Background: an optimization exercise with open tools, aiming at small area. Do not read the settings as production practice.
In this exercise RTL edits were held to simulation tests only and were not proved equivalent to the original.

==> flow/design.v, too long to show whole: its modules and the start of the top module <==
// module dsp_mac: 443 lines
// module mac_fa: 10 lines
// module mac_ha: 9 lines
// module fir_decim_top: 177 lines
module fir_decim_top(
    input  wire logic                                       clk,
    input  wire logic                                       reset,
    input  wire logic                                       sample_in_rdy,
    input  wire logic signed [fir_decim_pkg::SAMPLE_W-1:0] sample_in_l,
    input  wire logic signed [fir_decim_pkg::SAMPLE_W-1:0] sample_in_r,
    output logic                                            sample_out_rdy,
    output logic      signed [fir_decim_pkg::SAMPLE_W-1:0] sample_out_l,
    output logic      signed [fir_decim_pkg::SAMPLE_W-1:0] sample_out_r,
    output logic                                            overrun,
    output logic                                            init_done
);
  // ...
==> flow/flow/run.sh <==
#!/bin/bash
# The standard layout (the standard.sh, synthesis included), except that
# - the port buffers are the smallest buffer, sky130_fd_sc_hd__buf_1
# - clock tree synthesis inserts no dummy loads (same clustering and buffer
#   as config.mk's CTS settings otherwise)
# - timing repair also downsizes gates off the critical paths (RECOVER_POWER)
# All of make's output (every tool's log) goes to standard.log here; ORFS
# also keeps each step's own log under orfs/logs.
set -euo pipefail
export BUFFER_PORTS_ARGS="-buffer_cell sky130_fd_sc_hd__buf_1"
export CTS_ARGS="-sink_clustering_enable -repair_clock_nets -sink_clustering_size 28 -sink_clustering_max_diameter 100 -buf_list sky130_fd_sc_hd__clkbuf_16 -dont_use_dummy_load"
export RECOVER_POWER=100
bash standard.sh > standard.log 2>&1
==> flow/standard.sh <==
#!/bin/bash
# synth_recipe.tcl (not shown) runs the flow's synth.tcl, then flattens the netlist and writes it again
# the make line also repeats each setting of config.mk as NAME=value (left out here)
make -C /OpenROAD-flow-scripts/flow DESIGN_CONFIG=/design/flow/config.mk WORK_HOME=/design/flow/orfs CLKGATE_MAP_FILE= SYNTH_SCRIPT=/design/flow/synth_recipe.tcl "${@:-finish}"
==> flow/config.mk <==
export PLATFORM = sky130hd
export DESIGN_NAME = fir_decim_top
export DESIGN_NICKNAME = fir_decim_top
export VERILOG_FILES = /design/flow/design.v
export SDC_FILE = /design/flow/constraint.sdc
export NUM_CORES = 4
export LEC_CHECK = 0
export CAP_MARGIN = 20
export CORE_MARGIN = 2
export CORE_UTILIZATION = 40
export CTS_BUF_LIST = sky130_fd_sc_hd__clkbuf_16
export CTS_CLUSTER_DIAMETER = 100
export CTS_CLUSTER_SIZE = 28
export SLEW_MARGIN = 20
export SYNTH_HIERARCHICAL = 1
export SYNTH_MINIMUM_KEEP_SIZE = 0
==> flow/constraint.sdc <==
create_clock -name core_clock -period 10.0 [get_ports {clk}]
set_input_delay 2.0000 -clock core_clock [delete_from_list [all_inputs] [get_ports {clk}]]
set_output_delay 2.0000 -clock core_clock [all_outputs]
set_load 0.01 [all_outputs]
==> results.ini, run 1 <==
[final_layout]
nFillCells = 7018
area_growth_syn_to_layout_pct = 6.66
fin_area_mm2 = 0.0326
clock_buffers = 27
seqCellArea_mm2 = 0.0134
num_antenna_cells = 1
multi_input_area_mm2 = 0.0157

[clocking]
cts_resized = 0
clkLatencyLatePin_ns = 0.63
cts_tree = yes

[routing]
routed-wl-met2_um = 42300
drc = 0
drt_iter0_markers = 2297

[yosys]
yosysTopAreaCell = fa_1
syn_area_mm2 = 0.0305
synthMuxAreaShare = 0.0571
syn_area_per_cell_um2 = 11.9

[critical_path]
worst-path-buf-inv = 1
cpMostUsedCell = fa_1
cp_top_family = adder cells
critical_path.slowest_cell = nor4_2

[sta]
slew_violations = 398
worst_clock_skew_ns = 0.0780
finalCritPeriodShare = 0.940

[die]
die_h_um = 280
dieArea_mm2 = 0.0785
coreArea_mm2 = 0.0757

[place]
placed_area_mm2 = 0.0320
dp_cells = 3526
routabilityCongestion = 0.940

[worst_hold_path]
hold_depth = 0

[run_status]
status = finished with violations
check.faults = max-capacitance violations, max-slew violations

[job]
cap_violations = 10

==> run 2: changes to the inputs <==
--- a/flow/design.v
+++ b/flow/design.v
@@ -89,17 +89,17 @@
 `default_nettype none
 module dsp_mac (
     input  wire logic [35:0] acc,
     input  wire logic [17:0] x,
     input  wire logic [30:0] sel,
     output logic      [35:0] sum
 );
     logic [17:0] xn;
-    logic g0_0, g0_1, g0_2, g0_3, g0_4, g0_5, g0_6, g0_7, g0_8, g0_9, g0_10, g0_11, g0_12, g0_13, g0_14, g0_15, g0_16, g0_17, g0_18, cor0, g1_0, g1_1, g1_2, g1_3, g1_4, g1_5, g1_6, g1_7, g1_8, g1_9, g1_10, g1_11, g1_12, g1_13, g1_14, g1_15, g1_16, g1_17, g1_18, cor1, g2_0, g2_1, g2_2, g2_3, g2_4, g2_5, g2_6, g2_7, g2_8, g2_9, g2_10, g2_11, g2_12, g2_13, g2_14, g2_15, g2_16, g2_17, g2_18, cor2, g3_0, g3_1, g3_2, g3_3, g3_4, g3_5, g3_6, g3_7, g3_8, g3_9, g3_10, g3_11, g3_12, g3_13, g3_14, g3_15, g3_16, g3_17, g3_18, cor3, g4_0, g4_1, g4_2, g4_3, g4_4, g4_5, g4_6, g4_7, g4_8, g4_9, g4_10, g4_11, g4_12, g4_13, g4_14, g4_15, g4_16, g4_17, g4_18, cor4, g5_0, g5_1, g5_2, g5_3, g5_4, g5_5, g5_6, g5_7, g5_8, g5_9, g5_10, g5_11, g5_12, g5_13, g5_14, g5_15, g5_16, g5_17, g5_18, cor5, g6_0, g6_1, g6_2, g6_3, g6_4, g6_5, g6_6, g6_7, g6_8, g6_9, g6_10, g6_11, g6_12, g6_13, g6_14, g6_15, g6_16, g6_17, g6_18, cor6, g7_0, g7_1, g7_2, g7_3, g7_4, g7_5, g7_6, g7_7, g7_8, g7_9, g7_10, g7_11, g7_12, g7_13, g7_14, g7_15, g7_16, g7_17, g7_18, cor7, s1, c2, s3, c4, s5, c6, s7, c8, s9, c10, s11, c12, s13, c14, s15, c16, s17, c18, s19, c20, s21, c22, s23, c24, s25, c26, s27, c28, s29, c30, s31, c32, s33, c34, s35, c36, s37, c38, s39, c40, s41, c42, s43, c44, s45, c46, s47, c48, s49, c50, s51, c52, s53, c54, s55, c56, s57, c58, s59, c60, s61, c62, s63, c64, s65, c66, s67, c68, s69, c70, s71, c72, s73, c74, s75, c76, s77, c78, s79, c80, s81, c82, s83, c84, s85, c86, s87, c88, s89, c90, s91, c92, s93, c94, s95, c96, s97, c98, s99, c100, s101, c102, s103, c104, s105, c106, s107, c108, s109, c110, s111, c112, s113, c114, s115, c116, s117, c118, s119, c120, s121, c122, s123, c124, s125, c126, s127, c128, s129, c130, s131, c132, s133, c134, s135, c136, s137, c138, s139, c140, s141, c142, s143, c144, s145, c146, s147, c148, s149, c150, s151, c152, s153, c154, s155, c156, s157, c158, s159, c160, s161, c162, s163, c164, s165, c166, s167, c168, s169, c170, s171, c172, s173, c174, s175, c176, s177, c178, s179, c180, s181, c182, s183, c184, s185, c186, s187, c188, s189, c190, s191, c192, s193, c194, s195, c196, s197, c198, s199, c200, s201, c202, s203, c204, s205, c206, s207, c208, s209, c210, s211, c212, s213, c214, s215, c216, s217, c218, s219, c220, s221, c222, s223, c224, s225, c226, s227, c228, s229, c230, s231, c232, s233, c234, s235, c236, s237, c238, s239, c240, s241, c242, s243, c244, s245, c246, s247, c248, s249, c250, s251, c252, s253, c254, s255, c256, s257, c258, s259, c260, s261, c262, s263, c264, s265, c266, s267, c268, s269, c270, s271, c272, s273, c274, s275, c276, s277, c278, s279, c280, s281, c282, s283, c284, s285, c286, s287, c288, s289, c290, s291, c292, s293, c294, s295, c296, s297, c298, s299, c300, s301, c302, s303, c304, s305, c306, s307, c308, s309, c310, s311, c312, s313, c314, s315, c316, s317, c318, s319, c320, s321, c322, s323, c324, r325, r326, r327, r328, r329, r330, r331, r332, r333, r334, r335, r336, r337, r338, t339, r340, t341, r342, t343, r344, t345, r346, t347, r348, t349, r350, t351, r352, t353, r354, t355, r356, t357, r358, t359, r360, t361, r362, p363, q364, p365, q366, p367, q368, p369, q370, p371, q372, p373, q374, p375, q376, p377, q378, p379, q380, p381, q382, p383, q384, p385, k386, t387, r388, t389, r390, t391, r392, t393, r394, t395, r396, t397, r398, t399, r400, t401, r402, t403, r404, t405, p406, q407, p408, q409, p410, q411, p412, q413, p414, q415, p416, q417, p418, q419, p420, q421, p422, q423;
+    logic g0_0, g0_1, g0_2, g0_3, g0_4, g0_5, g0_6, g0_7, g0_8, g0_9, g0_10, g0_11, g0_12, g0_13, g0_14, g0_15, g0_16, g0_17, g0_18, cor0, g1_0, g1_1, g1_2, g1_3, g1_4, g1_5, g1_6, g1_7, g1_8, g1_9, g1_10, g1_11, g1_12, g1_13, g1_14, g1_15, g1_16, g1_17, g1_18, cor1, g2_0, g2_1, g2_2, g2_3, g2_4, g2_5, g2_6, g2_7, g2_8, g2_9, g2_10, g2_11, g2_12, g2_13, g2_14, g2_15, g2_16, g2_17, g2_18, cor2, g3_0, g3_1, g3_2, g3_3, g3_4, g3_5, g3_6, g3_7, g3_8, g3_9, g3_10, g3_11, g3_12, g3_13, g3_14, g3_15, g3_16, g3_17, g3_18, cor3, g4_0, g4_1, g4_2, g4_3, g4_4, g4_5, g4_6, g4_7, g4_8, g4_9, g4_10, g4_11, g4_12, g4_13, g4_14, g4_15, g4_16, g4_17, g4_18, cor4, g5_0, g5_1, g5_2, g5_3, g5_4, g5_5, g5_6, g5_7, g5_8, g5_9, g5_10, g5_11, g5_12, g5_13, g5_14, g5_15, g5_16, g5_17, g5_18, cor5, g6_0, g6_1, g6_2, g6_3, g6_4, g6_5, g6_6, g6_7, g6_8, g6_9, g6_10, g6_11, g6_12, g6_13, g6_14, g6_15, g6_16, g6_17, g6_18, cor6, g7_0, g7_1, g7_2, g7_3, g7_4, g7_5, g7_6, g7_7, g7_8, g7_9, g7_10, g7_11, g7_12, g7_13, g7_14, g7_15, g7_16, g7_17, g7_18, cor7, s1, c2, s3, c4, s5, c6, s7, c8, s9, c10, s11, c12, s13, c14, s15, c16, s17, c18, s19, c20, s21, c22, s23, c24, s25, c26, s27, c28, s29, c30, s31, c32, s33, c34, s35, c36, s37, c38, s39, c40, s41, c42, s43, c44, s45, c46, s47, c48, s49, c50, s51, c52, s53, c54, s55, c56, s57, c58, s59, c60, s61, c62, s63, c64, s65, c66, s67, c68, s69, c70, s71, c72, s73, c74, s75, c76, s77, c78, s79, c80, s81, c82, s83, c84, s85, c86, s87, c88, s89, c90, s91, c92, s93, c94, s95, c96, s97, c98, s99, c100, s101, c102, s103, c104, s105, c106, s107, c108, s109, c110, s111, c112, s113, c114, s115, c116, s117, c118, s119, c120, s121, c122, s123, c124, s125, c126, s127, c128, s129, c130, s131, c132, s133, c134, s135, c136, s137, c138, s139, c140, s141, c142, s143, c144, s145, c146, s147, c148, s149, c150, s151, c152, s153, c154, s155, c156, s157, c158, s159, c160, s161, c162, s163, c164, s165, c166, s167, c168, s169, c170, s171, c172, s173, c174, s175, c176, s177, c178, s179, c180, s181, c182, s183, c184, s185, c186, s187, c188, s189, c190, s191, c192, s193, c194, s195, c196, s197, c198, s199, c200, s201, c202, s203, c204, s205, c206, s207, c208, s209, c210, s211, c212, s213, c214, s215, c216, s217, c218, s219, c220, s221, c222, s223, c224, s225, c226, s227, c228, s229, c230, s231, c232, s233, c234, s235, c236, s237, c238, s239, c240, s241, c242, s243, c244, s245, c246, s247, c248, s249, c250, s251, c252, s253, c254, s255, c256, s257, c258, s259, c260, s261, c262, s263, c264, s265, c266, s267, c268, s269, c270, s271, c272, s273, c274, s275, c276, s277, c278, s279, c280, s281, c282, s283, c284, s285, c286, s287, c288, s289, c290, s291, c292, s293, c294, s295, c296, s297, c298, s299, c300, s301, c302, s303, c304, s305, c306, s307, c308, s309, c310, s311, c312, s313, c314, s315, c316, s317, c318, s319, c320, s321, c322, s323, c324, r325, r326, r327, r328, r329, r330, r331, r332, r333, r334, r335, r336, r337, r338, r339, r340, t341, r342, t343, r344, t345, r346, t347, r348, t349, r350, t351, r352, t353, r354, t355, r356, t357, r358, t359, r360, t361, r362, t363, r364, p365, q366, p367, q368, p369, q370, p371, q372, p373, q374, p375, q376, p377, q378, p379, q380, p381, q382, p383, q384, p385, q386, p387, k388, t389, r390, t391, r392, t393, r394, t395, r396, t397, r398, t399, r400, t401, r402, t403, p404, q405, p406, q407, p408, q409, p410, q411, p412, q413, p414, q415, p416, q417;
     assign xn = ~x;
     assign g0_0 = ~((sel[0] & x[0]) | (sel[1] & xn[0]) | sel[2]);
     assign g0_1 = ~((sel[0] & x[1]) | (sel[1] & xn[1]) | (sel[2] & xn[0]));
     assign g0_2 = ~((sel[0] & x[2]) | (sel[1] & xn[2]) | (sel[2] & xn[1]));
     assign g0_3 = ~((sel[0] & x[3]) | (sel[1] & xn[3]) | (sel[2] & xn[2]));
     assign g0_4 = ~((sel[0] & x[4]) | (sel[1] & xn[4]) | (sel[2] & xn[3]));
     assign g0_5 = ~((sel[0] & x[5]) | (sel[1] & xn[5]) | (sel[2] & xn[4]));
     assign g0_6 = ~((sel[0] & x[6]) | (sel[1] & xn[6]) | (sel[2] & xn[5]));
@@ -438,102 +438,96 @@
     mac_fa u_fa158 (.a(c264), .b(s265), .c(r330), .s(sum[6]), .co(r331));
     mac_fa u_fa159 (.a(c266), .b(s267), .c(r331), .s(sum[7]), .co(r332));
     mac_fa u_fa160 (.a(c268), .b(s269), .c(r332), .s(sum[8]), .co(r333));
     mac_fa u_fa161 (.a(c270), .b(s271), .c(r333), .s(sum[9]), .co(r334));
     mac_fa u_fa162 (.a(c272), .b(s273), .c(r334), .s(sum[10]), .co(r335));
     mac_fa u_fa163 (.a(c274), .b(s275), .c(r335), .s(sum[11]), .co(r336));
     mac_fa u_fa164 (.a(c276), .b(s277), .c(r336), .s(sum[12]), .co(r337));
     mac_fa u_fa165 (.a(c278), .b(s279), .c(r337), .s(sum[13]), .co(r338));
-    mac_ha u_ha166 (.a(c280), .b(s281), .s(t339), .co(r340));
-    mac_fa u_fa167 (.a(c282), .b(s283), .c(r340), .s(t341), .co(r342));
-    mac_fa u_fa168 (.a(c284), .b(s285), .c(r342), .s(t343), .co(r344));
-    mac_fa u_fa169 (.a(c286), .b(s287), .c(r344), .s(t345), .co(r346));
-    mac_fa u_fa170 (.a(c288), .b(s289), .c(r346), .s(t347), .co(r348));
-    mac_fa u_fa171 (.a(c290), .b(s291), .c(r348), .s(t349), .co(r350));
-    mac_fa u_fa172 (.a(c292), .b(s293), .c(r350), .s(t351), .co(r352));
-    mac_fa u_fa173 (.a(c294), .b(s295), .c(r352), .s(t353), .co(r354));
-    mac_fa u_fa174 (.a(c296), .b(s297), .c(r354), .s(t355), .co(r356));
-    mac_fa u_fa175 (.a(c298), .b(s299), .c(r356), .s(t357), .co(r358));
-    mac_fa u_fa176 (.a(c300), .b(s301), .c(r358), .s(t359), .co(r360));
-    mac_fa u_fa177 (.a(c302), .b(s303), .c(r360), .s(t361), .co(r362));
-    assign sum[14] = t339 ^ r338;
-    assign p363 = t339;
-    assign q364 = r338 & p363;
-    assign sum[15] = t341 ^ q364;
-    assign p365 = p363 & t341;
-    assign q366 = r338 & p365;
-    assign sum[16] = t343 ^ q366;
+    mac_fa u_fa166 (.a(c280), .b(s281), .c(r338), .s(sum[14]), .co(r339));
+    mac_fa u_fa167 (.a(c282), .b(s283), .c(r339), .s(sum[15]), .co(r340));
+    mac_ha u_ha168 (.a(c284), .b(s285), .s(t341), .co(r342));
+    mac_fa u_fa169 (.a(c286), .b(s287), .c(r342), .s(t343), .co(r344));
+    mac_fa u_fa170 (.a(c288), .b(s289), .c(r344), .s(t345), .co(r346));
+    mac_fa u_fa171 (.a(c290), .b(s291), .c(r346), .s(t347), .co(r348));
+    mac_fa u_fa172 (.a(c292), .b(s293), .c(r348), .s(t349), .co(r350));
+    mac_fa u_fa173 (.a(c294), .b(s295), .c(r350), .s(t351), .co(r352));
+    mac_fa u_fa174 (.a(c296), .b(s297), .c(r352), .s(t353), .co(r354));
+    mac_fa u_fa175 (.a(c298), .b(s299), .c(r354), .s(t355), .co(r356));
+    mac_fa u_fa176 (.a(c300), .b(s301), .c(r356), .s(t357), .co(r358));
+    mac_fa u_fa177 (.a(c302), .b(s303), .c(r358), .s(t359), .co(r360));
+    mac_fa u_fa178 (.a(c304), .b(s305), .c(r360), .s(t361), .co(r362));
+    mac_fa u_fa179 (.a(c306), .b(s307), .c(r362), .s(t363), .co(r364));
+    assign sum[16] = t341 ^ r340;
+    assign p365 = t341;
+    assign q366 = r340 & p365;
+    assign sum[17] = t343 ^ q366;
     assign p367 = p365 & t343;
-    assign q368 = r338 & p367;
-    assign sum[17] = t345 ^ q368;
+    assign q368 = r340 & p367;
+    assign sum[18] = t345 ^ q368;
     assign p369 = p367 & t345;
-    assign q370 = r338 & p369;
-    assign sum[18] = t347 ^ q370;
+    assign q370 = r340 & p369;
+    assign sum[19] = t347 ^ q370;
     assign p371 = p369 & t347;
-    assign q372 = r338 & p371;
-    assign sum[19] = t349 ^ q372;
+    assign q372 = r340 & p371;
+    assign sum[20] = t349 ^ q372;
     assign p373 = p371 & t349;
-    assign q374 = r338 & p373;
-    assign sum[20] = t351 ^ q374;
+    assign q374 = r340 & p373;
+    assign sum[21] = t351 ^ q374;
     assign p375 = p373 & t351;
-    assign q376 = r338 & p375;
-    assign sum[21] = t353 ^ q376;
+    assign q376 = r340 & p375;
+    assign sum[22] = t353 ^ q376;
     assign p377 = p375 & t353;
-    assign q378 = r338 & p377;
-    assign sum[22] = t355 ^ q378;
+    assign q378 = r340 & p377;
+    assign sum[23] = t355 ^ q378;
     assign p379 = p377 & t355;
-    assign q380 = r338 & p379;
-    assign sum[23] = t357 ^ q380;
+    assign q380 = r340 & p379;
+    assign sum[24] = t357 ^ q380;
     assign p381 = p379 & t357;
-    assign q382 = r338 & p381;
-    assign sum[24] = t359 ^ q382;
+    assign q382 = r340 & p381;
+    assign sum[25] = t359 ^ q382;
     assign p383 = p381 & t359;
-    assign q384 = r338 & p383;
-    assign sum[25] = t361 ^ q384;
+    assign q384 = r340 & p383;
+    assign sum[26] = t361 ^ q384;
     assign p385 = p383 & t361;
-    assign k386 = r362 | (r338 & p385);
-    mac_ha u_ha178 (.a(c304), .b(s305), .s(t387), .co(r388));
-    mac_fa u_fa179 (.a(c306), .b(s307), .c(r388), .s(t389), .co(r390));
-    mac_fa u_fa180 (.a(c308), .b(s309), .c(r390), .s(t391), .co(r392));
-    mac_fa u_fa181 (.a(c310), .b(s311), .c(r392), .s(t393), .co(r394));
-    mac_fa u_fa182 (.a(c312), .b(s313), .c(r394), .s(t395), .co(r396));
-    mac_fa u_fa183 (.a(c314), .b(s315), .c(r396), .s(t397), .co(r398));
-    mac_fa u_fa184 (.a(c316), .b(s317), .c(r398), .s(t399), .co(r400));
-    mac_fa u_fa185 (.a(c318), .b(s319), .c(r400), .s(t401), .co(r402));
-    mac_fa u_fa186 (.a(c320), .b(s321), .c(r402), .s(t403), .co(r404));
-    assign t405 = c322 ^ s323 ^ r404;
-    assign sum[26] = t387 ^ k386;
-    assign p406 = t387;
-    assign q407 = k386 & p406;
-    assign sum[27] = t389 ^ q407;
-    assign p408 = p406 & t389;
-    assign q409 = k386 & p408;
-    assign sum[28] = t391 ^ q409;
-    assign p410 = p408 & t391;
-    assign q411 = k386 & p410;
-    assign sum[29] = t393 ^ q411;
-    assign p412 = p410 & t393;
-    assign q413 = k386 & p412;
-    assign sum[30] = t395 ^ q413;
-    assign p414 = p412 & t395;
-    assign q415 = k386 & p414;
-    assign sum[31] = t397 ^ q415;
-    assign p416 = p414 & t397;
-    assign q417 = k386 & p416;
-    assign sum[32] = t399 ^ q417;
-    assign p418 = p416 & t399;
-    assign q419 = k386 & p418;
-    assign sum[33] = t401 ^ q419;
-    assign p420 = p418 & t401;
-    assign q421 = k386 & p420;
-    assign sum[34] = t403 ^ q421;
-    assign p422 = p420 & t403;
-    assign q423 = k386 & p422;
-    assign sum[35] = t405 ^ q423;
+    assign q386 = r340 & p385;
+    assign sum[27] = t363 ^ q386;
+    assign p387 = p385 & t363;
+    assign k388 = r364 | (r340 & p387);
+    mac_ha u_ha180 (.a(c308), .b(s309), .s(t389), .co(r390));
+    mac_fa u_fa181 (.a(c310), .b(s311), .c(r390), .s(t391), .co(r392));
+    mac_fa u_fa182 (.a(c312), .b(s313), .c(r392), .s(t393), .co(r394));
+    mac_fa u_fa183 (.a(c314), .b(s315), .c(r394), .s(t395), .co(r396));
+    mac_fa u_fa184 (.a(c316), .b(s317), .c(r396), .s(t397), .co(r398));
+    mac_fa u_fa185 (.a(c318), .b(s319), .c(r398), .s(t399), .co(r400));
+    mac_fa u_fa186 (.a(c320), .b(s321), .c(r400), .s(t401), .co(r402));
+    assign t403 = c322 ^ s323 ^ r402;
+    assign sum[28] = t389 ^ k388;
+    assign p404 = t389;
+    assign q405 = k388 & p404;
+    assign sum[29] = t391 ^ q405;
+    assign p406 = p404 & t391;
+    assign q407 = k388 & p406;
+    assign sum[30] = t393 ^ q407;
+    assign p408 = p406 & t393;
+    assign q409 = k388 & p408;
+    assign sum[31] = t395 ^ q409;
+    assign p410 = p408 & t395;
+    assign q411 = k388 & p410;
+    assign sum[32] = t397 ^ q411;
+    assign p412 = p410 & t397;
+    assign q413 = k388 & p412;
+    assign sum[33] = t399 ^ q413;
+    assign p414 = p412 & t399;
+    assign q415 = k388 & p414;
+    assign sum[34] = t401 ^ q415;
+    assign p416 = p414 & t401;
+    assign q417 = k388 & p416;
+    assign sum[35] = t403 ^ q417;
 endmodule
 module mac_fa (
     input  wire logic a,
     input  wire logic b,
     input  wire logic c,
     output logic      s,
     output logic      co
 );
==> flow/flow/run.sh (replaced) <==
#!/bin/bash
# The standard layout (the standard.sh, synthesis included), except that
# - the port buffers are the smallest buffer, sky130_fd_sc_hd__buf_1
# - clock tree synthesis inserts no dummy loads (same clustering and buffer
#   as config.mk's CTS settings otherwise)
# All of make's output (every tool's log) goes to standard.log here; ORFS
# also keeps each step's own log under orfs/logs.
set -euo pipefail
export BUFFER_PORTS_ARGS="-buffer_cell sky130_fd_sc_hd__buf_1"
export CTS_ARGS="-sink_clustering_enable -repair_clock_nets -sink_clustering_size 30 -sink_clustering_max_diameter 110 -buf_list sky130_fd_sc_hd__clkbuf_16 -dont_use_dummy_load"
bash standard.sh > standard.log 2>&1
==> flow/config.mk (replaced) <==
export PLATFORM = sky130hd
export DESIGN_NAME = fir_decim_top
export DESIGN_NICKNAME = fir_decim_top
export VERILOG_FILES = /design/flow/design.v
export SDC_FILE = /design/flow/constraint.sdc
export NUM_CORES = 4
export LEC_CHECK = 0
export CAP_MARGIN = 20
export CORE_MARGIN = 2
export CORE_UTILIZATION = 40
export CTS_BUF_LIST = sky130_fd_sc_hd__clkbuf_16
export CTS_CLUSTER_DIAMETER = 110
export CTS_CLUSTER_SIZE = 30
export SLEW_MARGIN = 20
export SYNTH_HIERARCHICAL = 1
export SYNTH_MINIMUM_KEEP_SIZE = 0
==> run 2 against run 1 <==
- now clean on timing, DRC and antenna
- sequential share of layout area about the same
- cell area about the same
- clock skew increased by 0.013 ns
- hold slack improved by 0.026 ns
- utilization increased by 0.077 points
- final cell count decreased by 0.48%
- first-iteration DRC count decreased by 21%
- highest routed layer is now met5
- count of clock-buffer cells in the layout decreased by 3
- global-route usage decreased by 0.080 points
==> results.ini, run 2 <==
[run_status]
status = no timing/DRC/antenna violations  ; was finished with violations

[sta]
worst_clock_skew_ns = 0.0913  ; was 0.0780 ns
slew_headroom = 0.263  ; was -1.62
timing.fmax_ghz = 0.109  ; was 0.106 GHz
finalSetupViolations = 0  ; unchanged
fin_crit_ns = 9.17  ; was 9.40 ns
hold_violations = 0  ; unchanged
tns_ns = 0  ; unchanged
finalCritPeriodShare = 0.917  ; was 0.940
grt_setup_unrepaired = no  ; unchanged
slew_violations = 0  ; was 398
holdWs_ns = 0.314  ; was 0.288 ns
worst_pin_slew_ns = 1.11  ; was 3.93 ns

[yosys]
yosysTopAreaCell = fa_1  ; unchanged
synthesis.instances = 2543  ; was 2,557
synthTopCellsByArea = fa_1 21%, dfxtp_1 21%, edfxtp_1 18%  ; unchanged
synthArstFlopShare = 0.114  ; unchanged
synth_warnings = 13  ; unchanged
synth-seq-area-share = 0.440  ; was 0.438
synth_top_area_frac = 0.214  ; about the same
synth_common_cells = 326 x fa_1, 318 x dfxtp_1, 188 x inv_1, 180 x edfxtp_1, 162 x nand2_1  ; was 326 x fa_1, 318 x dfxtp_1, 184 x inv_1, 180 x edfxtp_1
synth-main-ff-cell = dfxtp_1  ; unchanged
synthDistinctLibCells = 72  ; was 70
post-synth-top-count-cell = fa_1  ; unchanged
synth_edf_count = 180  ; unchanged
syn_area_per_cell_um2 = 12.0  ; was 11.9 um2
ys_ff_latch = 562  ; unchanged
syn-num-nets = 2994  ; was 3,008
syn_area_mm2 = 0.0304  ; was 0.0305 mm2

[routing]
first_pass_iters = 8  ; was 6
totalWireLength_um = 91400  ; was 92,400 um
vias = 19800  ; was 20.2k
postRouteAntennaNets = 0  ; unchanged
vias_per_cell = 5.59  ; was 5.67
drt_iter0_markers = 1821  ; was 2,297
drc = 0  ; unchanged
wl_per_cell_um = 25.8  ; was 26.0 um

[final_layout]
reg_top3 = q x144, ring_l x144, ring_r x144  ; unchanged
area_growth_syn_to_layout_pct = 7.02  ; was 6.66%
finalNetCount = 3012  ; was 3,029
final_cell_mix = 326 x fa_1, 315 x dfxtp_1, 187 x inv_1, 180 x edfxtp_1, 162 x nand2_1  ; was 326 x fa_1, 316 x dfxtp_1, 184 x inv_1, 180 x edfxtp_1, 168 x nand2_1
fin_cells = 3538  ; was 3,555
drive_gt1_frac = 0.102  ; was 0.0897
mostFrequentLayoutCell = fa_1  ; unchanged
nFillCells = 7071  ; was 7,018

[critical_path]
path_class = reg -> reg  ; unchanged
cp-end-kind = flip-flop  ; unchanged
path_max_fanout = 15  ; unchanged
r2r_start = xr[31]  ; was xr[13]
r2r-end = ring_l[3][31]  ; was ring_r[3][29]
start_kind = flip-flop  ; unchanged
reg2reg_slack_ns = 0.83  ; was 0.60 ns
required_ns = 10.53  ; was 10.52 ns
reg2reg_depth = 23  ; was 22
cp.arrival_ns = 9.69  ; was 9.92 ns

[die]
die_h_um = 280  ; about the same
die_x_um = 280  ; about the same
start_util = 0.403  ; about the same
rows = 101  ; unchanged
ios = 78  ; unchanged
coreArea_mm2 = 0.0756  ; was 0.0757 mm2
dieArea_mm2 = 0.0783  ; was 0.0785 mm2

[worst_hold_path]
hold_start = ring_r[1][17]  ; was ring_l[1][19]
hold_depth = 0  ; unchanged
hold_path_end = ring_r[0][17]  ; was ring_l[0][19]
hold_path_class = reg -> reg  ; unchanged

[clocking]
root_buffer = clkbuf_16  ; unchanged
cts_resized = 0  ; unchanged
clk_pin_slew_ns = 0.12  ; was 0.11 ns
hold_buffers = 0  ; unchanged
cts_buffer_depth = 3  ; unchanged
cts_tree = yes  ; unchanged
post_cts_buffers = 0  ; unchanged
htreeDepth = 1  ; unchanged
cts_sinks = 562  ; unchanged
clkLatencyLatePin_ns = 0.63  ; about the same
numCtsBuffers = 24  ; was 27

[place]
dp_cells = 3513  ; was 3,526
routabilityCongestion = 0.942  ; was 0.940
portBuffers = 77  ; unchanged
dpl.hpwl_um = 66600  ; was 67,900 um

[global_route]
overflow = 0  ; unchanged
grt_pass1_wl_um = 138000  ; was 139,000 um
antenna_found_initial = 2  ; unchanged
grtUsageTotal = 0.237  ; was 0.238
grt_max_degree = 65  ; unchanged
first_global_vias = 20800  ; was 21.0k

[job]
cap_violations = 0  ; was 10

==> run 2: cell types whose count changed in the layout (fill, tap and decap cells not counted), moves of 7 or more <==
cell,change
buf_1,+14
buf_4,+7
clkbuf_1,-26
mux2_1,-7
mux2_2,+7
o21ai_0,-7
xnor2_1,-11
==> run 2: worst max path at each step <==
stage / cells past startpoint / slack (ns) / from / end
floorplan: 23 / 1.42 / xr[33] / ring_l[3][31]
global placement: 25 / 0.93 / xr[32] / ring_l[3][29]
detailed placement: 24 / 0.81 / xr[32] / ring_l[3][35]
CTS: 24 / 0.84 / xr[32] / ring_l[3][31]
global route: 23 / 0.43 / xr[13] / ring_r[3][35]
finish: 23 / 0.83 / xr[31] / ring_l[3][31]
==> run 2: cells by family (layout without fill, tap and decap cells) <==
| kind of cell | after synthesis | count (layout) | share of synthesized area |
|---|---|---|---|
| and+or+nand+nor | 522 | 522 | 0.0861 |
| AOI/OAI and AO/OA | 483 | 483 | 0.108 |
| DFF | 562 | 562 | 0.440 |
| buffers and inverters | 357 | 373 | 0.0447 |
| other | 0 | 1 | 0 |
| xor gates and xnor gates | 49 | 49 | 0.0144 |
| muxes | 158 | 158 | 0.0572 |
| adders and majority gates | 412 | 412 | 0.250 |
==> run 2: worst max-delay path, cell delays in order (launching register included) <==
cell,delay (ns)
edfxtp_1,0.68
inv_1,0.28
a221oi_1,0.42
ha_1,0.33
fa_1,0.38
fa_1,0.41
fa_1,0.56
fa_1,0.43
ha_1,0.21
fa_1,0.39
fa_1,0.40
fa_1,0.42
fa_1,0.39
fa_1,0.40
fa_1,0.39
fa_1,0.39
fa_1,0.39
fa_1,0.39
fa_1,0.39
fa_1,0.53
nand4_1,0.12
o41a_4,0.43
nor3b_2,0.21
xor2_1,0.15
==> run 2: layer usage <==
metal	vias to the layer above	global-route usage	wire length [um]
met1	10200	0.330	39900
li1	8749	-	-
met3	143	0.0361	5450
met5	-	0	27
met4	4	0.0720	2870
met2	719	0.383	43200
==> run 2: final cells by class <==
class | count | area (um2) | share of cell area
diodes | 1 | 2.50 | 0.0000768
clock buffers | 24 | 601 | 0.0184
inverters | 192 | 726 | 0.0223
multi-input cells | 1624 | 15700 | 0.482
flip-flops and latches | 562 | 13400 | 0.411
well taps | 978 | 1220 | 0.0376
repair buffers | 157 | 927 | 0.0285
==> run 2: modules after synthesis (local to each module, per instance) <==
module	cells inside	area (um2)	times used	flip-flops and latches
dsp_mac	455	2760	2	0
fir_decim_top	1261	17800	1	562
mac_fa	1	20.0	326	0
mac_ha	1	12.5	46	0
==> run 2: stage by stage <==
step | setup slack [ns] | utilization | cell area [um2]
4_1_cts | 0.836 | 0.431 | 32600
5_1_grt | 0.426 | 0.431 | 32600
6_report | 0.834 | 0.431 | 32600
3_5_place_dp | 0.807 | 0.423 | 32000
2_1_floorplan | 1.42 | - | 30400
3_3_place_gp | 0.934 | 0.423 | 32000
==> run 3: changes to the inputs <==
--- a/flow/config.mk
+++ b/flow/config.mk
@@ -5,6 +5,7 @@
 export SDC_FILE = /design/flow/constraint.sdc
 export NUM_CORES = 4
 export LEC_CHECK = 0
+export ABC_AREA = 1
 export CAP_MARGIN = 20
 export CORE_MARGIN = 2
 export CORE_UTILIZATION = 40
==> run 3 against run 2 <==
- utilization about the same
- fmax increased by 0.95%
- largest cell class unchanged
- critical endpoint is now ring_l[3][29]
- routed wire length increased by 0.61%
- die area decreased by 1.2%
- area after synthesis decreased by 1.2%
- sequential share of layout area increased by 0.64 points
- still clean
- count of clock-buffer cells in the layout unchanged
==> results.ini, run 3 <==
[run_status]
status = no timing/DRC/antenna violations  ; unchanged

[yosys]
yosysTopAreaCell = fa_1  ; unchanged
synth_top_area_frac = 0.217  ; was 0.214
synth_warnings = 13  ; unchanged
synthArstFlopShare = 0.114  ; unchanged
ys_ff_latch = 562  ; unchanged
synthDistinctLibCells = 50  ; was 72
syn_area_per_cell_um2 = 10.7  ; was 12.0 um2
synth_common_cells = 326 x fa_1, 326 x nand2_1, 318 x dfxtp_1, 299 x inv_1, 248 x a21oi_1  ; was 326 x fa_1, 318 x dfxtp_1, 188 x inv_1, 180 x edfxtp_1, 162 x nand2_1
synth-main-ff-cell = dfxtp_1  ; unchanged
synthesis.instances = 2803  ; was 2,543
syn_area_mm2 = 0.0301  ; was 0.0304 mm2
syn-num-nets = 3254  ; was 2,994
synthTopCellsByArea = fa_1 22%, dfxtp_1 21%, edfxtp_1 18%  ; was fa_1 21%, dfxtp_1 21%, edfxtp_1 18%
synth-seq-area-share = 0.445  ; was 0.440
synth_edf_count = 180  ; unchanged

[critical_path]
max_stage_delay_ns = 0.91  ; was 0.68 ns
cp.arrival_ns = 9.57  ; was 9.69 ns
cpMostUsedCell = fa_1  ; unchanged
cp.depth = 26  ; was 23
cp-end-kind = flip-flop  ; unchanged
path_class = reg -> reg  ; unchanged
cp_top_family = adder cells  ; unchanged
critical_path.slowest_cell = edfxtp_1  ; unchanged
crit_start = xr[18]  ; was xr[31]
reg2reg_slack_ns = 0.92  ; was 0.83 ns
endpoint = ring_l[3][29]  ; was ring_l[3][31]
r2r_start = xr[18]  ; was xr[31]
required_ns = 10.49  ; was 10.53 ns
start_kind = flip-flop  ; unchanged
worst-path-buf-inv = 2  ; was 1
reg2reg_depth = 26  ; was 23
path_max_fanout = 19  ; was 15
r2r-end = ring_l[3][29]  ; was ring_l[3][31]

[routing]
vias = 20900  ; was 19.8k
wl_per_cell_um = 24.4  ; was 25.8 um
drt_iter0_markers = 2145  ; was 1,821
first_pass_iters = 6  ; was 8
totalWireLength_um = 91900  ; was 91,400 um
vias_per_cell = 5.52  ; was 5.59
drc = 0  ; unchanged
postRouteAntennaNets = 0  ; unchanged

[sta]
fin_crit_ns = 9.08  ; was 9.17 ns
tns_ns = 0  ; unchanged
hold_violations = 0  ; unchanged
slew_headroom = 0.238  ; was 0.263
finalSetupViolations = 0  ; unchanged
timing.fmax_ghz = 0.110  ; was 0.109 GHz
worst_clock_skew_ns = 0.0837  ; was 0.0913 ns
finalCritPeriodShare = 0.908  ; was 0.917
setup_slack_ns = 0.921  ; was 0.834 ns
worst_pin_slew_ns = 1.14  ; was 1.11 ns
grt_setup_unrepaired = no  ; unchanged
slew_violations = 0  ; unchanged

[final_layout]
fin_area_mm2 = 0.0321  ; was 0.0326 mm2
mostFrequentLayoutCell = fa_1  ; unchanged
final_cell_mix = 326 x fa_1, 325 x nand2_1, 316 x dfxtp_1, 298 x inv_1, 247 x a21oi_1  ; was 326 x fa_1, 315 x dfxtp_1, 187 x inv_1, 180 x edfxtp_1, 162 x nand2_1
reg_top3 = q x144, ring_l x144, ring_r x144  ; unchanged
drive_gt1_frac = 0.0738  ; was 0.102
final_util = 0.431  ; about the same
finalNetCount = 3258  ; was 3,012
nFillCells = 7048  ; was 7,071
area_growth_syn_to_layout_pct = 6.64  ; was 7.02%

[clocking]
cts_tree = yes  ; unchanged
cts_sinks = 562  ; unchanged
numCtsBuffers = 24  ; unchanged
cts_resized = 0  ; unchanged
root_buffer = clkbuf_16  ; unchanged
clkLatencyLatePin_ns = 0.62  ; was 0.63 ns
clk_pin_slew_ns = 0.11  ; was 0.12 ns
post_cts_buffers = 0  ; unchanged
cts_buffer_depth = 3  ; unchanged
hold_buffers = 0  ; unchanged
htreeDepth = 1  ; unchanged

[die]
dieArea_mm2 = 0.0774  ; was 0.0783 mm2
ios = 78  ; unchanged
coreArea_mm2 = 0.0744  ; was 0.0756 mm2
die_x_um = 278  ; was 280 um
start_util = 0.404  ; was 0.403
rows = 100  ; was 101
die_h_um = 278  ; was 280 um

[place]
dp_slack_ns = 0.836  ; was 0.807 ns
placed_area_mm2 = 0.0315  ; was 0.0320 mm2
routabilityCongestion = 0.964  ; was 0.942
portBuffers = 77  ; unchanged
dpl.hpwl_um = 68600  ; was 66,600 um

[global_route]
antenna_found_initial = 4  ; was 2
grt_max_degree = 65  ; unchanged
grt_pass1_wl_um = 138000  ; about the same
first_global_vias = 21400  ; was 20.8k
grtUsageTotal = 0.239  ; was 0.237
overflow = 0  ; unchanged

[job]
cap_violations = 0  ; unchanged

[worst_hold_path]
hold_path_class = reg -> reg  ; unchanged

[run 3: changes by cell type after synthesis, sizes merged, moves of 15 or more]
cell    change
inv       +112
nand2     +179
o22ai     +172
nor2b      -85
o21ai      +44
mux2i      -39
mux2       -82
buf        +24
nand3      +35
xnor2      -19
and2       -73
a21oi     +166
a221oi    -115
clkinv     +15
[run 3: final cells by class]
class | instances | area [um2] | area share
Antenna cell | 2 | 5.00 | 0.000156
Multi-Input combinational cell | 1738 | 14700 | 0.459
Clock buffer | 24 | 601 | 0.0187
Inverter | 319 | 1200 | 0.0375
Timing Repair Buffer | 162 | 927 | 0.0289
Tap cell | 969 | 1210 | 0.0378
Sequential cell | 562 | 13400 | 0.417
[run 3: logic make-up after synthesis]
| kind of cell | after synthesis | synth area share |
|---|---|---|
| compound gates | 705 | 0.132 |
| xor+xnor | 32 | 0.00957 |
| buf+inv | 503 | 0.0658 |
| simple gates | 553 | 0.0812 |
| flops | 562 | 0.445 |
| fa+ha+maj | 412 | 0.253 |
| mux | 36 | 0.0135 |
[run 3: worst reg2reg max path, stage by stage (launching register included)]
cell      delay, ns
edfxtp_1       0.91
inv_1          0.28
a221oi_1       0.35
ha_1           0.31
fa_1           0.43
fa_1           0.39
fa_1           0.40
fa_1           0.41
fa_1           0.42
fa_1           0.43
fa_1           0.42
fa_1           0.43
fa_1           0.43
fa_1           0.41
fa_1           0.41
fa_1           0.39
fa_1           0.39
fa_1           0.38
fa_1           0.46
inv_1          0.14
nor2_4         0.08
nand2_4        0.10
nor2_4         0.05
nand3_2        0.07
nand2_4        0.11
ha_1           0.21
xor2_1         0.16
[run 3: through the flow]
stage	instances	hold slack (ns)
after floorplan	2803	0.310
after global placement	3750	0.310
after detailed placement	3750	0.312
after CTS	3774	0.287
after global routing	3774	0.290
final	3776	0.288
[run 3: worst min-delay path by stage]
stage                              from  slack (ns)            end  depth (start not counted)
after floorplan            ring_l[1][0]        0.31   ring_l[0][0]                          0
after global placement    ring_r[2][10]        0.31  ring_r[1][10]                          0
after detailed placement  ring_l[1][13]        0.31  ring_l[0][13]                          0
after CTS                 ring_r[2][18]        0.29  ring_r[1][18]                          0
after global routing      ring_r[2][18]        0.29  ring_r[1][18]                          0
final                     ring_r[2][18]        0.29  ring_r[1][18]                          0
[run 3: per-module statistics from Yosys, one instance, submodules excluded]
module	area, um2	copies in the design	cells inside
fir_decim_top	17800	1	1449
dsp_mac	2560	2	491
mac_fa	20.0	326	1
mac_ha	12.5	46	1
[run 3: routing by layer]
metal	vias to the layer above	GRT usage	share of wire
li1	9333	-	-
met3	159	0.0465	0.083
met2	874	0.371	0.45
met5	-	0	0.00037
met1	10500	0.338	0.44
met4	6	0.0733	0.034
==> run 4: changes to the inputs <==
--- a/flow/config.mk
+++ b/flow/config.mk
@@ -6,12 +6,12 @@
 export NUM_CORES = 4
 export LEC_CHECK = 0
 export ABC_AREA = 1
-export CAP_MARGIN = 20
+export CAP_MARGIN = 10
 export CORE_MARGIN = 2
 export CORE_UTILIZATION = 40
 export CTS_BUF_LIST = sky130_fd_sc_hd__clkbuf_16
 export CTS_CLUSTER_DIAMETER = 110
 export CTS_CLUSTER_SIZE = 30
-export SLEW_MARGIN = 20
+export SLEW_MARGIN = 10
 export SYNTH_HIERARCHICAL = 1
 export SYNTH_MINIMUM_KEEP_SIZE = 0
==> run 4 against run 3 <==
- sequential share of layout area about the same
- clock skew is 0.0019 ns lower
- cell area about the same
- global-route usage rose by 0.082 points
- utilization about the same
- routed wire length is 0.25% lower
- die area is the same
- non-clock buffer count did not move
- critical endpoint is now ring_r[3][29]
==> results.ini, run 4 <==
[routing]
drc = 0  ; unchanged
first_pass_iters = 6  ; unchanged
totalWireLength_um = 91700  ; was 91,900 um
postRouteAntennaNets = 0  ; unchanged
vias_per_cell = 5.52  ; about the same
wl_per_cell_um = 24.3  ; was 24.4 um
drt_iter0_markers = 2113  ; was 2,145
vias = 20800  ; was 20.9k

[critical_path]
path_max_fanout = 15  ; was 19
crit_chain = inv_1 -> o22ai_1 -> a21oi_1 -> fa_1 -> fa_1 -> fa_1 -> fa_1 -> fa_1 -> ha_1 -> fa_1 -> fa_1 -> fa_1 -> fa_1 -> fa_1 -> fa_1 -> fa_1 -> fa_1 -> fa_1 -> fa_1 -> fa_1 -> nand3_2 -> nand2_4 -> ha_1 -> xor2_1
r2r_start = sel[2]  ; was xr[18]
cp.arrival_ns = 9.64  ; was 9.57 ns
reg2reg_depth = 24  ; was 26
reg2reg_slack_ns = 0.87  ; was 0.92 ns
cp_top_family = adder cells  ; unchanged
worst-path-buf-inv = 1  ; was 2
critical_path.slowest_cell = dfxtp_1  ; was edfxtp_1
start_kind = flip-flop  ; unchanged
crit_start = sel[2]  ; was xr[18]
r2r-end = ring_r[3][29]  ; was ring_l[3][29]
cp-end-kind = flip-flop  ; unchanged
max_stage_delay_ns = 0.67  ; was 0.91 ns
path_class = reg -> reg  ; unchanged
cpMostUsedCell = fa_1  ; unchanged
required_ns = 10.52  ; was 10.49 ns

[yosys]
syn_area_mm2 = 0.0301  ; unchanged
yosysTopAreaCell = fa_1  ; unchanged
synthTopCellsByArea = fa_1 22%, dfxtp_1 21%, edfxtp_1 18%  ; unchanged
syn-num-nets = 3254  ; unchanged
synth_edf_count = 180  ; unchanged
synthDistinctLibCells = 50  ; unchanged
synth-main-ff-cell = dfxtp_1  ; unchanged
synth-seq-area-share = 0.445  ; unchanged
synth_warnings = 13  ; unchanged
ys_ff_latch = 562  ; unchanged
synthesis.instances = 2803  ; unchanged
synth_top_area_frac = 0.217  ; unchanged
syn_area_per_cell_um2 = 10.7  ; unchanged
synthArstFlopShare = 0.114  ; unchanged
synth_common_cells = 326 x fa_1, 326 x nand2_1, 318 x dfxtp_1, 299 x inv_1, 248 x a21oi_1  ; unchanged

[place]
dpl.hpwl_um = 68500  ; was 68,600 um
routabilityCongestion = 0.964  ; unchanged
dp_cells = 3750  ; unchanged
portBuffers = 77  ; unchanged

[worst_hold_path]
hold_path_class = reg -> reg  ; unchanged
hold_path_end = ring_l[1][17]  ; was ring_r[1][18]
hold_depth = 0  ; unchanged
hold_start = ring_l[2][17]  ; was ring_r[2][18]

[final_layout]
reg_top3 = q x144, ring_l x144, ring_r x144  ; unchanged
drive_gt1_frac = 0.0738  ; unchanged
finalNetCount = 3258  ; unchanged
mostFrequentLayoutCell = fa_1  ; unchanged
final_cell_mix = 326 x fa_1, 325 x nand2_1, 316 x dfxtp_1, 298 x inv_1, 247 x a21oi_1  ; unchanged
num_antenna_cells = 0  ; was 2
fin_cells = 3774  ; was 3,776
area_growth_syn_to_layout_pct = 6.63  ; was 6.64%

[clocking]
cts_buffer_depth = 3  ; unchanged
clkLatencyLatePin_ns = 0.62  ; about the same
htreeDepth = 1  ; unchanged
cts_resized = 0  ; unchanged
cts_sinks = 562  ; unchanged
root_buffer = clkbuf_16  ; unchanged
numCtsBuffers = 24  ; unchanged
clk_pin_slew_ns = 0.12  ; was 0.11 ns
cts_tree = yes  ; unchanged
post_cts_buffers = 0  ; unchanged
hold_buffers = 0  ; unchanged

[sta]
slew_headroom = 0.234  ; was 0.238
timing.fmax_ghz = 0.110  ; about the same
slew_violations = 0  ; unchanged
worst_clock_skew_ns = 0.0818  ; was 0.0837 ns
hold_violations = 0  ; unchanged
finalCritPeriodShare = 0.913  ; was 0.908
tns_ns = 0  ; unchanged
fin_crit_ns = 9.13  ; was 9.08 ns
worst_pin_slew_ns = 1.15  ; was 1.14 ns
grt_setup_unrepaired = no  ; unchanged
finalSetupViolations = 0  ; unchanged

[die]
dieArea_mm2 = 0.0774  ; unchanged
die_h_um = 278  ; unchanged
start_util = 0.404  ; unchanged
die_x_um = 278  ; unchanged
ios = 78  ; unchanged
coreArea_mm2 = 0.0744  ; unchanged
rows = 100  ; unchanged

[global_route]
grtUsageTotal = 0.240  ; was 0.239
first_global_vias = 21500  ; was 21.4k
overflow = 0  ; unchanged
antenna_found_initial = 0  ; was 4
grt_max_degree = 65  ; unchanged
grt_pass1_wl_um = 139000  ; was 138,000 um

[job]
cap_violations = 0  ; unchanged

[run_status]
status = no timing/DRC/antenna violations  ; unchanged

-- run 4: cell counts after synthesis --
Identical to the previous run, type by type.
-- run 4: routing by layer --
metal / track usage / part of all wire / up-vias
met5: 0 / 0 / -
met4: 0.0644 / 0.029 / 0
met3: 0.0426 / 0.078 / 136
met2: 0.374 / 0.45 / 865
met1: 0.344 / 0.44 / 10500
li1: - / - / 9320
-- run 4: final cells by class --
type                       count  area (um2)
multi-input combinational   1738       14700
tap                          969        1210
timing repair buffer         162         927
sequential                   562       13400
fill                        7013       42400
clock buffer                  24         601
inverter                     319        1200
-- run 4: per-stage QoR --
step,worst slack (ns),cell area (um2),hold slack (ns),util
2_1_floorplan,1.69,30100,0.310,-
3_3_place_gp,1.06,31400,0.310,0.422
3_5_place_dp,0.806,31400,0.312,0.422
4_1_cts,0.850,32000,0.302,0.430
5_1_grt,0.571,32100,0.303,0.431
6_report,0.874,32100,0.303,0.431
-- run 4: per-module statistics from Yosys, one instance, submodules excluded --
module         cell area, um2  cells
fir_decim_top           17800   1449
dsp_mac                  2560    491
mac_fa                   20.0      1
mac_ha                   12.5      1
-- run 4: worst max-delay path by stage --
stage | end | depth (start not counted)
floorplan | ring_l[3][29] | 25
CTS | ring_r[3][29] | 24
finish | ring_r[3][29] | 24
global placement | ring_r[3][29] | 24
detailed placement | ring_r[3][29] | 24
global route | ring_r[3][29] | 24
-- run 4: worst reg2reg max path, cell delays in order (launching register included) --
cell and delay [ns]:
dfxtp_1 0.67, inv_1 0.38, o22ai_1 0.25, a21oi_1 0.08
fa_1 0.58, fa_1 0.44, fa_1 0.41, fa_1 0.55
fa_1 0.43, ha_1 0.21, fa_1 0.40, fa_1 0.39
fa_1 0.40, fa_1 0.39, fa_1 0.40, fa_1 0.39
fa_1 0.40, fa_1 0.40, fa_1 0.39, fa_1 0.39
fa_1 0.49, nand3_2 0.12, nand2_4 0.12, ha_1 0.22
xor2_1 0.15
-- run 4: logic make-up (layout without fill, tap and decap cells) --
logic type / Yosys count / count (layout) / synth area share
AO/OA/AOI/OAI: 705 / 705 / 0.132
XOR/XNOR: 32 / 32 / 0.00957
AND/OR/NAND/NOR: 553 / 553 / 0.0812
adder cells (fa/ha/maj): 412 / 412 / 0.253
flip-flops: 562 / 562 / 0.445
buffers and inverters: 503 / 505 / 0.0658
multiplexers: 36 / 36 / 0.0135
==> run 5: changes to the inputs <==
--- a/flow/config.mk
+++ b/flow/config.mk
@@ -6,12 +6,13 @@
 export NUM_CORES = 4
 export LEC_CHECK = 0
 export ABC_AREA = 1
-export CAP_MARGIN = 10
+export CAP_MARGIN = 20
 export CORE_MARGIN = 2
-export CORE_UTILIZATION = 40
+export CORE_UTILIZATION = 55
 export CTS_BUF_LIST = sky130_fd_sc_hd__clkbuf_16
 export CTS_CLUSTER_DIAMETER = 110
 export CTS_CLUSTER_SIZE = 30
-export SLEW_MARGIN = 10
+export PLACE_DENSITY = 0.7
+export SLEW_MARGIN = 20
 export SYNTH_HIERARCHICAL = 1
 export SYNTH_MINIMUM_KEEP_SIZE = 0
==> run 5 against run 4 <==
- first-iteration DRC count rose by 17%
- area after synthesis did not move
- flip-flop and latch count did not move
- synthesized cell count did not move
- critical endpoint is now ring_l[3][29]
==> results.ini, run 5 <==
[run_status]
status = no timing/DRC/antenna violations  ; unchanged

[die]
start_util = 0.558  ; was 0.404
die_x_um = 238  ; was 278 um
die_h_um = 238  ; was 278 um
ios = 78  ; unchanged
dieArea_mm2 = 0.0565  ; was 0.0774 mm2
rows = 85  ; was 100
coreArea_mm2 = 0.0539  ; was 0.0744 mm2

[yosys]
synth-seq-area-share = 0.445  ; unchanged
synthesis.instances = 2803  ; unchanged
synthArstFlopShare = 0.114  ; unchanged
synthDistinctLibCells = 50  ; unchanged
syn-num-nets = 3254  ; unchanged
yosysTopAreaCell = fa_1  ; unchanged
syn_area_per_cell_um2 = 10.7  ; unchanged
synth_top_area_frac = 0.217  ; unchanged
synth_edf_count = 180  ; unchanged
synth-main-ff-cell = dfxtp_1  ; unchanged
ys_ff_latch = 562  ; unchanged
synth_common_cells = 326 x fa_1, 326 x nand2_1, 318 x dfxtp_1, 299 x inv_1, 248 x a21oi_1  ; unchanged
synthTopCellsByArea = fa_1 22%, dfxtp_1 21%, edfxtp_1 18%  ; unchanged
syn_area_mm2 = 0.0301  ; unchanged
synth_warnings = 13  ; unchanged

[clocking]
cts_tree = yes  ; unchanged
numCtsBuffers = 24  ; unchanged
cts_buffer_depth = 3  ; unchanged
clk_pin_slew_ns = 0.11  ; was 0.12 ns
post_cts_buffers = 0  ; unchanged
htreeDepth = 1  ; unchanged
cts_resized = 0  ; unchanged
hold_buffers = 0  ; unchanged
clkLatencyLatePin_ns = 0.64  ; was 0.62 ns
root_buffer = clkbuf_16  ; unchanged
cts_sinks = 562  ; unchanged

[final_layout]
reg_top3 = q x144, ring_l x144, ring_r x144  ; unchanged
fin_cells = 3494  ; was 3,774
finalNetCount = 3251  ; was 3,258
mostFrequentLayoutCell = fa_1  ; unchanged
area_growth_syn_to_layout_pct = 5.37  ; was 6.63%
drive_gt1_frac = 0.0718  ; was 0.0738
num_antenna_cells = 0  ; unchanged
nFillCells = 4502  ; was 7,013
final_cell_mix = 326 x fa_1, 325 x nand2_1, 316 x dfxtp_1, 298 x inv_1, 247 x a21oi_1  ; unchanged

[routing]
drc = 0  ; unchanged
postRouteAntennaNets = 0  ; unchanged
route.met3.wl_um = 7580  ; was 7150 um
met1Wirelength_um = 37600  ; was 40,400 um
drt_iter0_markers = 2468  ; was 2,113
vias = 20900  ; was 20.8k
totalWireLength_um = 85900  ; was 91,700 um
wl_per_cell_um = 24.6  ; was 24.3 um
routed-wl-met2_um = 37600  ; was 41,600 um
first_pass_iters = 6  ; unchanged
top_layer_used = met5  ; was met4
vias_per_cell = 5.98  ; was 5.52

[sta]
hold_violations = 0  ; unchanged
slew_headroom = 0.223  ; was 0.234
worst_clock_skew_ns = 0.104  ; was 0.0818 ns
worst_pin_slew_ns = 1.16  ; was 1.15 ns
finalCritPeriodShare = 0.900  ; was 0.913
fin_crit_ns = 9.00  ; was 9.13 ns
grt_setup_unrepaired = no  ; unchanged
finalSetupViolations = 0  ; unchanged
tns_ns = 0  ; unchanged
slew_violations = 0  ; unchanged
timing.fmax_ghz = 0.111  ; was 0.110 GHz

[global_route]
overflow = 0  ; unchanged
grt_pass1_wl_um = 131000  ; was 139,000 um
grtUsageTotal = 0.312  ; was 0.240
antenna_found_initial = 4  ; was 0
grt_max_degree = 79  ; was 65
first_global_vias = 21200  ; was 21.5k

[critical_path]
cp.arrival_ns = 9.53  ; was 9.64 ns
worst-path-buf-inv = 1  ; unchanged
max_stage_delay_ns = 0.65  ; was 0.67 ns
cpMostUsedCell = fa_1  ; unchanged
crit_chain = inv_1 -> o22ai_1 -> a21oi_1 -> fa_1 -> fa_1 -> fa_1 -> fa_1 -> fa_1 -> ha_1 -> fa_1 -> fa_1 -> fa_1 -> fa_1 -> fa_1 -> fa_1 -> fa_1 -> fa_1 -> fa_1 -> fa_1 -> fa_1 -> nand3_2 -> nand2_4 -> ha_1 -> xor2_1  ; unchanged
path_max_fanout = 15  ; unchanged
start_kind = flip-flop  ; unchanged
required_ns = 10.52  ; about the same
path_class = reg -> reg  ; unchanged
cp-end-kind = flip-flop  ; unchanged
cp_top_family = adder cells  ; unchanged
critical_path.slowest_cell = dfxtp_1  ; unchanged

[place]
routabilityCongestion = 1.04  ; was 0.964
portBuffers = 77  ; unchanged
dp_cells = 3470  ; was 3,750
dpl.hpwl_um = 64600  ; was 68,500 um

[job]
cap_violations = 0  ; unchanged

[worst_hold_path]
hold_path_class = reg -> reg  ; unchanged

-- run 5: cell counts after synthesis --
Identical to the previous run, type by type.
-- run 5: layout make-up --
class	instances	area, um2	area share
multi-input combinational	1738	14700	0.465
sequential	562	13400	0.422
inverter	319	1200	0.0380
timing repair buffer	155	887	0.0280
tap	696	871	0.0275
clock buffer	24	601	0.0190
-- run 5: through the flow --
step	util	hold slack (ns)	instance area [um2]	setup WS, ns
floorplan	-	0.310	30100	1.69
CTS	0.587	0.320	31700	1.00
detailed placement	0.576	0.312	31100	0.864
global route	0.587	0.320	31700	0.673
finish	0.587	0.311	31700	0.995
global placement	0.576	0.310	31100	1.08
-- run 5: kinds of logic (layout without fill, tap and decap cells) --
group	count (synthesis)	count (layout)	share of synthesized area
compound gates	705	705	0.132
flops	562	562	0.445
simple gates	553	553	0.0812
buf+inv	503	498	0.0658
fa+ha+maj	412	412	0.253
mux	36	36	0.0135
xor+xnor	32	32	0.00957
-- run 5: Yosys stat by module, one instance, submodules excluded --
module,cell area (um2),times used
fir_decim_top,17800,1
mac_fa,20.0,326
mac_ha,12.5,46
dsp_mac,2560,2
-- run 5: worst paths after layout --
path / to / start / slack [ns] / cells past startpoint
max: ring_l[3][29] / sel[2] / 1.0 / 24
min: ring_l[0][17] / ring_l[1][17] / 0.31 / 0
max reg2reg: ring_l[3][29] / sel[2] / 1.0 / 24
min reg2reg: ring_l[0][17] / ring_l[1][17] / 0.31 / 0
max in group asynchronous: ext / reset / 7.79 / 3
min in group asynchronous: sample_out_l[17] / reset / 1.60 / 3
-- run 5: per-layer routing --
layer,GRT usage,up-vias
met1,0.464,10400
met5,0,-
met4,0.0980,2
met2,0.469,996
li1,-,9314
met3,0.0564,148

==> what the ideal ports hide <==
No port has a modelled driver above. Below, the same layouts with a new extraction and two added sets of constraints. Step 1: set_driving_cell puts a clkbuf_16 on clk and a buf_2 on each other input, an assumption about the parent block. Step 2 also shifts input and output timing later by t, the mid clock arrival at the registers, as if the neighbouring blocks saw the same clock. Slacks: no drivers / after step 1 / after step 2; pairs: no drivers / after step 1.
run | shift t [ns] | slack for setup (ns) | clock arrival spread, ns
run 1 | 0.650 | 0.600 / 0.600 / 0.600 | 0.078 / 0.078
run 2 | 0.643 | 0.834 / 0.834 / 0.834 | 0.092 / 0.092
run 3 | 0.644 | 0.921 / 0.921 / 0.921 | 0.084 / 0.084
run 4 | 0.636 | 0.874 / 0.874 / 0.874 | 0.082 / 0.082
run 5 | 0.644 | 0.995 / 0.995 / 0.995 | 0.106 / 0.106
